Source: an optimization exercise on an open RTL-to-GDS flow (aim: small area, a short achievable clock period and few clock cycles per item). Production flows keep margins and buffers that such runs may drop.
At most, simulation tests tie the RTL to the original design; equivalence was not proved.
The clock port is modelled as an ideal driver, which makes a skipped or thinned clock tree look cheaper than it is; a real chip needs a root buffer or a tree.
Power figures rest on the tool's default switching activity, not on a simulated workload.

// sha256_padder
module sha256_padder #(
    parameter int LEN_W = 19
) (
    input  logic         Clk,
    input  logic         Reset,
    input  logic [7:0]   InData,
    input  logic         InValid,
    input  logic         InLast,
    output logic         InReady,
    output logic [511:0] Chunk,
    output logic         ChunkValid,
    output logic         ChunkLast,
    input  logic         ChunkReady
);
export LEC_CHECK = 0
export CAP_MARGIN = 20
export CORE_MARGIN = 2
export CORE_UTILIZATION = 50
export SETUP_SLACK_MARGIN = 2.4
export SLEW_MARGIN = 20
export SYNTH_HIERARCHICAL = 1
export SYNTH_MINIMUM_KEEP_SIZE = 0
create_clock -name core_clock -period 4.5 [get_ports {Clk}]
standard.sh (not shown) runs the stock make flow with config.mk's settings and CLKGATE_MAP_FILE= SYNTH_SCRIPT=/design/flow/synth_recipe.tcl, a recipe that flattens the netlist after the stock synthesis.
==> flow/flow/run.sh <==
#!/bin/bash
# Standard ORFS layout with two changes: the port buffers use a small buffer cell, and
# clock tree synthesis adds no dummy loads. Each tool's output goes to ORFS's own logs
# (orfs/logs/...); this script's and make's output goes to flow.log here.
set -euo pipefail
export BUFFER_PORTS_ARGS="-buffer_cell sky130_fd_sc_hd__buf_1"
export CTS_ARGS="-sink_clustering_enable -repair_clock_nets -dont_use_dummy_load -sink_clustering_size 25 -sink_clustering_max_diameter 80"
bash standard.sh > flow.log 2>&1
The starting point went through all stages and came out clean.
Rerun with:
SETUP_SLACK_MARGIN = 2.2   (was 2.4)
Power goes down by 4.2%. Worst setup slack improved by 55 ps. Cell area came out lower by about 3.7%. Sequential share of layout area rises by 1.7 points. Die area is unchanged. Fmax is higher by about 2.2%. Core utilization goes down by 2.7 points. Worst hold slack loses 9.9 ps. Global-route usage is lower by 0.90 points. Via count is lower by about 0.7%. Critical path depth stays the same.
Function was not checked in any run of this note: the RTL went through the layout flow alone.

sha256_padder, a different RTL version from the one above (not shown whole).
Size in the first run: ~1,600 cells after synthesis, about 570 flip-flops.
==> flow/design.v (excerpt) <==
module sha256_padder #(
    parameter int LEN_W = 19
) (
    input  logic         Clk,
    input  logic         Reset,
    input  logic [7:0]   InData,
    input  logic         InValid,
    input  logic         InLast,
    output logic         InReady,
    output logic [511:0] Chunk,
    output logic         ChunkValid,
    output logic         ChunkLast,
    input  logic         ChunkReady
);
clock: 4.5 ns
lec_check: 0
cap_margin: 20
core_margin: 2
core_utilization: 50
setup_slack_margin: 2.55
slew_margin: 20
synth_hierarchical: 1
synth_minimum_keep_size: 0
==> flow/flow/run.sh <==
#!/bin/bash
# Standard ORFS layout with these changes: the port buffers use a small buffer cell, and the
# clock tree is a two-level tree built by flow/cts_pre.tcl (ORFS's PRE_CTS_TCL hook) in place
# of TritonCTS. Each ORFS step's full log is in orfs/logs/...; make's output is in flow.log.
set -euo pipefail
export BUFFER_PORTS_ARGS="-buffer_cell sky130_fd_sc_hd__buf_1"
export PRE_CTS_TCL="$PWD/flow/cts_pre.tcl"
bash standard.sh > flow.log 2>&1
==> flow/flow/cts_pre.tcl <==
# Two-level clock tree, built in place of TritonCTS: the flip-flops are clustered by location
# (k-means), each cluster gets a leaf buffer at its centre; the leaf buffers are grouped the
# same way, and each group gets a root buffer at its centre, driven by the clock port.
proc my_two_level_cts {} {
  set block [ord::get_db_block]
  set db [ord::get_db]
  set leaf_master [$db findMaster $::my_cts_leaf]
  set root_master [$db findMaster sky130_fd_sc_hd__clkbuf_16]
  set clk_port [$block findBTerm $::my_cts_port]
  set clk_net [$clk_port getNet]
  set sinks {}
  set xs {}
  set ys {}
  foreach it [$clk_net getITerms] {
    set inst [$it getInst]
    set box [$inst getBBox]
    lappend sinks $it
    lappend xs [expr {([$box xMin] + [$box xMax]) / 2.0}]
    lappend ys [expr {([$box yMin] + [$box yMax]) / 2.0}]
  }
  set n [llength $sinks]
  set k [expr {int(ceil(double($n) / $::my_cts_size))}]
  # initial centres: sinks sorted by x then split into k groups, each group's mean
  set order [lsort -real -indices $xs]
  set cx {}
  set cy {}
  for {set c 0} {$c < $k} {incr c} {
    set lo [expr {$c * $n / $k}]
    set hi [expr {($c + 1) * $n / $k}]
    set sx 0.0; set sy 0.0
    for {set i $lo} {$i < $hi} {incr i} {
      set j [lindex $order $i]
      set sx [expr {$sx + [lindex $xs $j]}]
      set sy [expr {$sy + [lindex $ys $j]}]
    }
    lappend cx [expr {$sx / ($hi - $lo)}]
    lappend cy [expr {$sy / ($hi - $lo)}]
  }
  # k-means with a soft size limit: a sink goes to the nearest centre with room
  set cap [expr {int(ceil($n * 1.25 / $k))}]
  for {set iter 0} {$iter < 30} {incr iter} {
    set cnt [lrepeat $k 0]
    set assign {}
    for {set i 0} {$i < $n} {incr i} {
      set x [lindex $xs $i]; set y [lindex $ys $i]
      set ds {}
      for {set c 0} {$c < $k} {incr c} {
        lappend ds [expr {abs($x - [lindex $cx $c]) + abs($y - [lindex $cy $c])}]
      }
      set best -1
      foreach c [lsort -real -indices $ds] {
        if {[lindex $cnt $c] < $cap} { set best $c; break }
      }
      lset cnt $best [expr {[lindex $cnt $best] + 1}]
      lappend assign $best
    }
    set sx [lrepeat $k 0.0]; set sy [lrepeat $k 0.0]
    for {set i 0} {$i < $n} {incr i} {
      set c [lindex $assign $i]
      lset sx $c [expr {[lindex $sx $c] + [lindex $xs $i]}]
      lset sy $c [expr {[lindex $sy $c] + [lindex $ys $i]}]
    }
    for {set c 0} {$c < $k} {incr c} {
      if {[lindex $cnt $c] > 0} {
        lset cx $c [expr {[lindex $sx $c] / [lindex $cnt $c]}]
        lset cy $c [expr {[lindex $sy $c] / [lindex $cnt $c]}]
      }
    }
  }
  puts "my_cts: $n sinks in $k clusters of [lsort -integer $cnt]"
  # leaves grouped into r groups by k-means on their centres; one root buffer per group
  set r $::my_cts_roots
  set rorder [lsort -real -indices $cx]
  set rx {}; set ry {}
  for {set g 0} {$g < $r} {incr g} {
    set j [lindex $rorder [expr {int(($g + 0.5) * $k / $r)}]]
    lappend rx [lindex $cx $j]; lappend ry [lindex $cy $j]
  }
  for {set iter 0} {$iter < 30} {incr iter} {
    set rassign {}
    set gx [lrepeat $r 0.0]; set gy [lrepeat $r 0.0]; set gn [lrepeat $r 0]
    for {set c 0} {$c < $k} {incr c} {
      set ds {}
      for {set g 0} {$g < $r} {incr g} {
        lappend ds [expr {abs([lindex $cx $c] - [lindex $rx $g]) + abs([lindex $cy $c] - [lindex $ry $g])}]
      }
      set g [lindex [lsort -real -indices $ds] 0]
      lappend rassign $g
      lset gx $g [expr {[lindex $gx $g] + [lindex $cx $c]}]
      lset gy $g [expr {[lindex $gy $g] + [lindex $cy $c]}]
      lset gn $g [expr {[lindex $gn $g] + 1}]
    }
    for {set g 0} {$g < $r} {incr g} {
      if {[lindex $gn $g] > 0} {
        lset rx $g [expr {[lindex $gx $g] / [lindex $gn $g]}]
        lset ry $g [expr {[lindex $gy $g] / [lindex $gn $g]}]
      }
    }
  }
  puts "my_cts: leaves per root [lsort -integer $gn]"
  set root_nets {}
  set roots {}
  for {set g 0} {$g < $r} {incr g} {
    set root [odb::dbInst_create $block $root_master clkbuf_root_${g}_Clk]
    $root setLocation [expr {int([lindex $rx $g])}] [expr {int([lindex $ry $g])}]
    $root setPlacementStatus PLACED
    set root_net [odb::dbNet_create $block clknet_root_${g}_Clk]
    $root_net setSigType CLOCK
    [$root findITerm X] connect $root_net
    lappend root_nets $root_net
    lappend roots $root
  }
  set leaves {}
  for {set c 0} {$c < $k} {incr c} {
    set leaf [odb::dbInst_create $block $leaf_master clkbuf_leaf_${c}_Clk]
    $leaf setLocation [expr {int([lindex $cx $c])}] [expr {int([lindex $cy $c])}]
    $leaf setPlacementStatus PLACED
    set net [odb::dbNet_create $block clknet_leaf_${c}_Clk]
    $net setSigType CLOCK
    [$leaf findITerm X] connect $net
    [$leaf findITerm A] connect [lindex $root_nets [lindex $rassign $c]]
    lappend leaves $net
  }
  for {set i 0} {$i < $n} {incr i} {
    set it [lindex $sinks $i]
    $it disconnect
    $it connect [lindex $leaves [lindex $assign $i]]
  }
  foreach root $roots { [$root findITerm A] connect $clk_net }
  $clk_net setSigType CLOCK
}

# ORFS's cts.tcl sources this before its clock_tree_synthesis call: build the tree here and
# make that call do nothing. The rest of cts.tcl (legalisation, timing repair) then runs as usual.
set ::my_cts_leaf  sky130_fd_sc_hd__clkbuf_16
set ::my_cts_port  Clk
set ::my_cts_size  25
set ::my_cts_roots 4
my_two_level_cts
set_propagated_clock [all_clocks]
rename clock_tree_synthesis {}
proc clock_tree_synthesis {args} {
  puts "clock_tree_synthesis skipped: the clock tree was built by cts_pre.tcl"
}
The first run ran to the end with no violations.
Testbench counts at the start, summed over its fixed seeds: cycles 53,377, bytes 53,274.
Change:
--- a/flow/flow/run.sh
+++ b/flow/flow/run.sh
@@ -7,2 +7,3 @@
 export PRE_CTS_TCL="$PWD/flow/cts_pre.tcl"
+export RECOVER_POWER=30
 bash standard.sh > flow.log 2>&1
--- a/flow/flow/cts_pre.tcl
+++ b/flow/flow/cts_pre.tcl
@@ -136,3 +136,3 @@
 set ::my_cts_port  Clk
-set ::my_cts_size  25
+set ::my_cts_size  20
 set ::my_cts_roots 4
SETUP_SLACK_MARGIN = 2.45   (was 2.55)
After rerunning: The new run finished but failed the layout checks on max-capacitance violations, max-slew violations. Sequential power hardly moves. Clock skew decreases by 0.028 ns. Synthesized cell count stays the same. Power goes up by 1.3%. Cell area came out lower by 0.41%. Routed wire length grows by about 0.8%. Global-route usage rises by 0.20 points. Utilization shrinks by 0.25 points. Via count rose by about 0.5%. Setup slack is worse by 0.97 ns.
Change:
--- a/flow/flow/run.sh
+++ b/flow/flow/run.sh
@@ -7,3 +7,2 @@
 export PRE_CTS_TCL="$PWD/flow/cts_pre.tcl"
-export RECOVER_POWER=30
 bash standard.sh > flow.log 2>&1
ABC_CLOCK_PERIOD_IN_PS = 2000   (was unset)
SETUP_SLACK_MARGIN = 2.6   (was 2.45)
TNS_END_PERCENT = 10   (was unset)
Effect: Now the flow finished clean. Worst setup slack improves by 1.0 ns. Final area increases slightly. Die area is unchanged.
Change:
ABC_CLOCK_PERIOD_IN_PS = unset   (was 2000)
PLACE_DENSITY = 0.65   (was unset)
Clock power is about the same.
Power decreases by 0.35%.
Cell count rose by 0.45%.
Design area is about the same.
Worst setup slack loses 0.10 ns.
Routed wire length is lower by 0.37%.
Hold slack is better by 0.0063 ns.
Register-to-register slack loses 0.10 ns.
Critical path depth does not change.
Change:
--- a/flow/flow/run.sh
+++ b/flow/flow/run.sh
@@ -7,2 +7,3 @@
 export PRE_CTS_TCL="$PWD/flow/cts_pre.tcl"
+export RECOVER_POWER=100
 bash standard.sh > flow.log 2>&1
PLACE_DENSITY = unset   (was 0.65)
SETUP_SLACK_MARGIN = 2.45   (was 2.6)
TNS_END_PERCENT = unset   (was 10)
What happened: Now the flow completed and failed the layout checks on max-capacitance violations, max-slew violations. Synthesized cell count does not change. Total power fell by a few percent. Worst setup slack gets worse by 0.93 ns. Global-route usage rose by 0.57 points. Die area stays the same. Worst hold slack stays flat. Design area fell by a few percent. Sequential share of layout area rose by 1.5 points.
Change:
--- a/flow/flow/run.sh
+++ b/flow/flow/run.sh
@@ -7,3 +7,2 @@
 export PRE_CTS_TCL="$PWD/flow/cts_pre.tcl"
-export RECOVER_POWER=100
 bash standard.sh > flow.log 2>&1
PLACE_DENSITY = 0.45   (was unset)
After rerunning: The changed run went through all stages and came out clean. Die area is unchanged. Final area grows by a few percent. Hold slack degrades by 0.0061 ns. First-iteration DRC count went up by a few percent. Clock power stays flat. Worst setup slack improves by 0.94 ns.
No run of this note takes its clock network from TritonCTS; it comes from the design's own scripts or RTL.

The RTL this note starts from:
==> flow/design.v <==
module sha256_padder #(
    parameter int LEN_W = 19
) (
    input  logic         Clk,
    input  logic         Reset,
    input  logic [7:0]   InData,
    input  logic         InValid,
    input  logic         InLast,
    output logic         InReady,
    output logic [511:0] Chunk,
    output logic         ChunkValid,
    output logic         ChunkLast,
    input  logic         ChunkReady
);
    localparam int WR     = 0;   
    localparam int TOX    = 1;   
    localparam int CMT    = 2;   
    localparam int PAD    = 3;   
    localparam int P2W    = 4;   
    localparam int PADFIT = 5;   
    function automatic logic [5:0] ctl(input logic iv, input logic cv, input logic pend2,
                                 input logic xv, input logic xl, input logic il,
                                 input logic [7:1] ht, input logic [7:1] lt);
        logic c0, c1, fits, r_free, cmt, wr, pad;
        c0         = ~ht[1] & ~lt[1];
        c1         = ~ht[1] & lt[1] & ~lt[2];
        fits       = ~c0 & ~ht[7];                 
        r_free     = ~cv & ~pend2;
        cmt        = xv & xl & r_free;
        wr         = iv & ~c1 & r_free;
        pad        = (wr & il) | cmt;
        ctl[WR]     = wr;
        ctl[TOX]    = iv & ~pend2 & c1 & (~xv | cmt);
        ctl[CMT]    = cmt;
        ctl[PAD]    = pad;
        ctl[P2W]    = pend2 & ~cv;
        ctl[PADFIT] = pad & fits;
    endfunction
    logic [511:0] r_q;           
    logic         cv_q, cv_d;    
    logic         cvo_q;         
    logic         cl_q, cl_d;    
    logic         iv_q, iv_d;    
    logic [7:0]   id_q, id_d;
    logic         il_q, il_d;
    logic         rdy_q, rdy_d;  
    logic         xv_q, xv_d;    
    logic [7:0]   xd_q;
    logic         xl_q, xl_d;
    logic         pend2_q, pend2_d;    
    logic         p2_80_q, p2_80_d;    
    logic [9:0]   hi_q, hi_d;
    logic [7:1]   ht_q, ht_d, lt_q, lt_d;
    logic [5:0]   ctl_q;         
    logic [8:0]   htc, ltc;      
    logic [2:0]   ch, cl;        
    logic         c0, c2;        
    logic         new_chunk, take, cnt_rst;
    logic [5:0]   ctl_d;
    logic [63:0]  lenbits;       
    logic [7:0]   ch1, cl1, ch_lt, cl_le;
    logic [63:0]  sel, above, nxt;    
    logic [63:0]  k, w, s;
    logic [511:0] r_d;
    assign InReady    = rdy_q;
    assign Chunk      = r_q;
    assign ChunkValid = cvo_q;
    assign ChunkLast  = cl_q;
    assign htc     = {1'b0, ht_q, 1'b1};
    assign ltc     = {1'b0, lt_q, 1'b1};
    assign ch      = {ht_q[4], (ht_q[2] & ~ht_q[4]) | ht_q[6],
                      (ht_q[1] & ~ht_q[2]) | (ht_q[3] & ~ht_q[4]) | (ht_q[5] & ~ht_q[6]) | ht_q[7]};
    assign cl      = {lt_q[4], (lt_q[2] & ~lt_q[4]) | lt_q[6],
                      (lt_q[1] & ~lt_q[2]) | (lt_q[3] & ~lt_q[4]) | (lt_q[5] & ~lt_q[6]) | lt_q[7]};
    assign c0      = ~ht_q[1] & ~lt_q[1];
    assign c2      = ~ht_q[1] & lt_q[2] & ~lt_q[3];
    assign lenbits = {45'b0, hi_q, ch, cl, 3'b000};
    always_comb begin
        for (int j = 0; j < 8; j++) begin
            ch1[j]   = htc[j] & ~htc[j + 1];
            cl1[j]   = ltc[j] & ~ltc[j + 1];
            ch_lt[j] = ~htc[j];
            cl_le[j] = ~ltc[j + 1];
        end
        for (int i = 0; i < 64; i++) begin
            sel[i]   = (i % 8 == 7) ? (ch1[(i / 8 + 1) % 8] & cl1[0]) : (ch1[i / 8] & cl1[i % 8 + 1]);
            nxt[i]   = (i > 0) ? (ch1[i / 8] & cl1[i % 8]) : 1'b0;
            above[i] = ~c0 & (ch_lt[i / 8] | (ch1[i / 8] & cl_le[i % 8]));
        end
    end
    always_comb begin
        w    = {64{ctl_q[WR]}} & sel;
        w[0] = (ctl_q[WR] & c2) | ctl_q[CMT];
        k    = ~(w | ({64{ctl_q[PAD]}} & above) | {64{ctl_q[P2W]}});
        s    = ({64{ctl_q[PAD]}} & nxt) | {63'b0, ctl_q[P2W] & p2_80_q};   
    end
    for (genvar i = 0; i < 56; i++) begin : g_lane
        for (genvar b = 0; b < 7; b++) begin : g_bit
            sha256_padder_cell u_cell (
                .q(r_q[511 - 8*i - 7 + b]), .k(k[i]), .w(w[i]),
                .d((i == 0) ? xd_q[b] : id_q[b]),
                .y(r_d[511 - 8*i - 7 + b])
            );
        end
        sha256_padder_cell7 u_cell7 (
            .q(r_q[511 - 8*i]), .k(k[i]), .w(w[i]), .d((i == 0) ? xd_q[7] : id_q[7]),
            .s(s[i]), .y(r_d[511 - 8*i])
        );
    end
    always_comb begin
        for (int i = 56; i < 64; i++) begin
            for (int b = 0; b < 8; b++) begin
                r_d[511 - 8*i - 7 + b] =
                    (r_q[511 - 8*i - 7 + b] & k[i]) |
                    (w[i] & id_q[b]) |
                    ((b == 7) ? s[i] : 1'b0) |
                    ((ctl_q[PADFIT] | ctl_q[P2W]) & lenbits[8*(63-i) + b]);
            end
        end
    end
    always_comb begin
        iv_d    = rdy_q ? InValid : iv_q;
        id_d    = rdy_q ? InData : id_q;
        il_d    = rdy_q ? InLast : il_q;
        xv_d    = ctl_q[TOX] | (xv_q & ~ctl_q[WR] & ~ctl_q[CMT]);
        xl_d    = ctl_q[TOX] ? il_q : xl_q;
        new_chunk = (ctl_q[WR] & (il_q | c0)) | ctl_q[CMT] | ctl_q[P2W];
        cv_d    = new_chunk | (cv_q & ~ChunkReady);
        cl_d    = new_chunk ? (ctl_q[P2W] | ctl_q[PADFIT]) : cl_q;
        pend2_d = ~ctl_q[P2W] & (pend2_q | (ctl_q[PAD] & ~ctl_q[PADFIT]));
        p2_80_d = (ctl_q[PAD] & ~ctl_q[PADFIT]) ? c0 : p2_80_q;
        take    = (ctl_q[TOX] | ctl_q[WR]) & ~il_q;
        cnt_rst = ctl_q[PADFIT] | ctl_q[P2W];
        hi_d    = hi_q;
        ht_d    = ht_q;
        lt_d    = lt_q;
        if (cnt_rst) begin
            hi_d = '0;
            ht_d = '0;
            lt_d = take ? 7'd3 : 7'd1;
        end else if (take) begin
            lt_d = lt_q[7] ? 7'd0 : {lt_q[6:1], 1'b1};
            if (lt_q[7]) begin
                ht_d = ht_q[7] ? 7'd0 : {ht_q[6:1], 1'b1};
                if (ht_q[7]) hi_d = hi_q + 10'd1;
            end
        end
        ctl_d = ctl(iv_d, cv_d, pend2_d, xv_d, xl_d, il_d, ht_d, lt_d);
        rdy_d = ~iv_d | ctl_d[TOX] | ctl_d[WR];
    end
    always_ff @(posedge Clk) begin
        r_q  <= r_d;
        id_q <= id_d;
        il_q <= il_d;
        if (ctl_q[TOX]) xd_q <= id_q;
        xl_q <= xl_d;
    end
    always_ff @(posedge Clk or negedge Reset) begin
        if (!Reset) begin
            cv_q    <= 1'b0;
            cvo_q   <= 1'b0;
            cl_q    <= 1'b0;
            iv_q    <= 1'b0;
            rdy_q   <= 1'b1;
            xv_q    <= 1'b0;
            pend2_q <= 1'b0;
            p2_80_q <= 1'b0;
            hi_q    <= '0;
            ht_q    <= '0;
            lt_q    <= 7'd1;
            ctl_q   <= '0;
        end else begin
            cv_q    <= cv_d;
            cvo_q   <= new_chunk | (cvo_q & ~ChunkReady);
            cl_q    <= cl_d;
            iv_q    <= iv_d;
            rdy_q   <= rdy_d;
            xv_q    <= xv_d;
            pend2_q <= pend2_d;
            p2_80_q <= p2_80_d;
            hi_q    <= hi_d;
            ht_q    <= ht_d;
            lt_q    <= lt_d;
            ctl_q   <= ctl_d;
        end
    end
endmodule
module sha256_padder_cell (
    input  logic q,
    input  logic k,
    input  logic w,
    input  logic d,
    output logic y
);
    assign y = (q & k) | (w & d);
endmodule
module sha256_padder_cell7 (
    input  logic q,
    input  logic k,
    input  logic w,
    input  logic d,
    input  logic s,
    output logic y
);
    assign y = (q & k) | (w & d) | s;
endmodule
Settings: LEC_CHECK=0, CAP_MARGIN=20, CORE_MARGIN=2, CORE_UTILIZATION=50, SETUP_SLACK_MARGIN=2.42, SLEW_MARGIN=20, SYNTH_HIERARCHICAL=1, SYNTH_MINIMUM_KEEP_SIZE=0; clock period 4.5 ns.
==> flow/flow/run.sh <==
#!/bin/bash
# Standard ORFS layout with two changes: the port buffers use a small buffer cell, and
# clock tree synthesis adds no dummy loads. Each tool's output goes to ORFS's own logs
# (orfs/logs/...); this script's and make's output goes to flow.log here.
set -euo pipefail
export BUFFER_PORTS_ARGS="-buffer_cell sky130_fd_sc_hd__buf_1"
export CTS_ARGS="-sink_clustering_enable -repair_clock_nets -dont_use_dummy_load -sink_clustering_size 25 -sink_clustering_max_diameter 80"
bash standard.sh > flow.log 2>&1
Testbench counts at the start, summed over its fixed seeds: cycles 53,377, bytes 53,274.
Next try:
Settings changed: CORE_UTILIZATION 50 to 62.
Result:
- The new run went through all stages and came out clean
- via count rose slightly
- worst setup slack got worse by 0.016 ns
- die area shrinks by about a fifth
- final cell count shrinks by a few percent
- area after synthesis does not change
- fmax went down slightly
- clock-buffer cell count went down by 4
- combinational power drops slightly
- total power went down by a few percent
Next try:
Settings changed: CORE_UTILIZATION 62 to 50, SETUP_SLACK_MARGIN 2.42 to 2.32.
Global-route usage falls by 5.4 points.
Final area rises by about 0.36%.
Die area rises by about 23%.
Worst hold slack gets worse by 0.10 ns.
Clock skew falls by 0.0082 ns.
Power rises by about 1.7%.
Count of clock-buffer cells in the layout rises by 4.

## re-timing with driven ports
How much do the figures lean on ideal ports? The routed layouts below were timed once more, with nothing changed but the port constraints. Step 1 sets driving cells, clkbuf_16 on the clock port and buf_2 on the other inputs (assumed; they add their load-dependent delay and slew). Step 2 times the ports against the registers' clock, not the clock port: input delays grow and output delays shrink by t, the midpoint of the rising clock arrivals with the driver on. Slacks: ideal / step 1 / step 2; pairs: ideal / step 1.
| run | shift t [ns] | setup WS [ns] | latest minus earliest clock arrival (ns) | worst register clock-pin slew, ns | pins driven straight from the clock port |
|---|---|---|---|---|---|
| the first run of note 1 | 0.637 | 1.983 / 1.983 / 1.983 | 0.070 / 0.071 | 0.10 / 0.10 | 1 |
| the second run of note 1 | 0.655 | 2.038 / 2.038 / 2.038 | 0.039 / 0.039 | 0.10 / 0.10 | 1 |
| the first run of note 2 | 0.468 | 2.462 / 2.461 / 2.462 | 0.078 / 0.078 | 0.12 / 0.12 | 4 |
| the second run of note 2 | 0.485 | 1.495 / 1.495 / 1.361 | 0.052 / 0.052 | 0.10 / 0.10 | 4 |
| the third run of note 2 | 0.472 | 2.507 / 2.442 / 2.507 | 0.065 / 0.064 | 0.09 / 0.09 | 4 |
| the fourth run of note 2 | 0.473 | 2.405 / 2.405 / 2.405 | 0.045 / 0.045 | 0.09 / 0.09 | 4 |
| the fifth run of note 2 | 0.489 | 1.471 / 1.471 / 1.388 | 0.049 / 0.049 | 0.09 / 0.09 | 4 |
| the sixth run of note 2 | 0.490 | 2.411 / 2.411 / 2.411 | 0.070 / 0.070 | 0.09 / 0.09 | 4 |
| the first run of note 3 | 0.641 | 2.334 / 2.280 / 2.446 | 0.037 / 0.037 | 0.10 / 0.10 | 1 |
| the second run of note 3 | 0.616 | 2.318 / 2.293 / 2.318 | 0.043 / 0.044 | 0.11 / 0.11 | 1 |
| the third run of note 3 | 0.641 | 2.271 / 2.271 / 2.271 | 0.039 / 0.039 | 0.10 / 0.10 | 1 |
For the second run of note 2, which loses most, drivers alone change the setup slack by 0.000 ns; drivers and shift together by -0.134 ns. The worst setup slack also covers recovery checks on asynchronous resets.
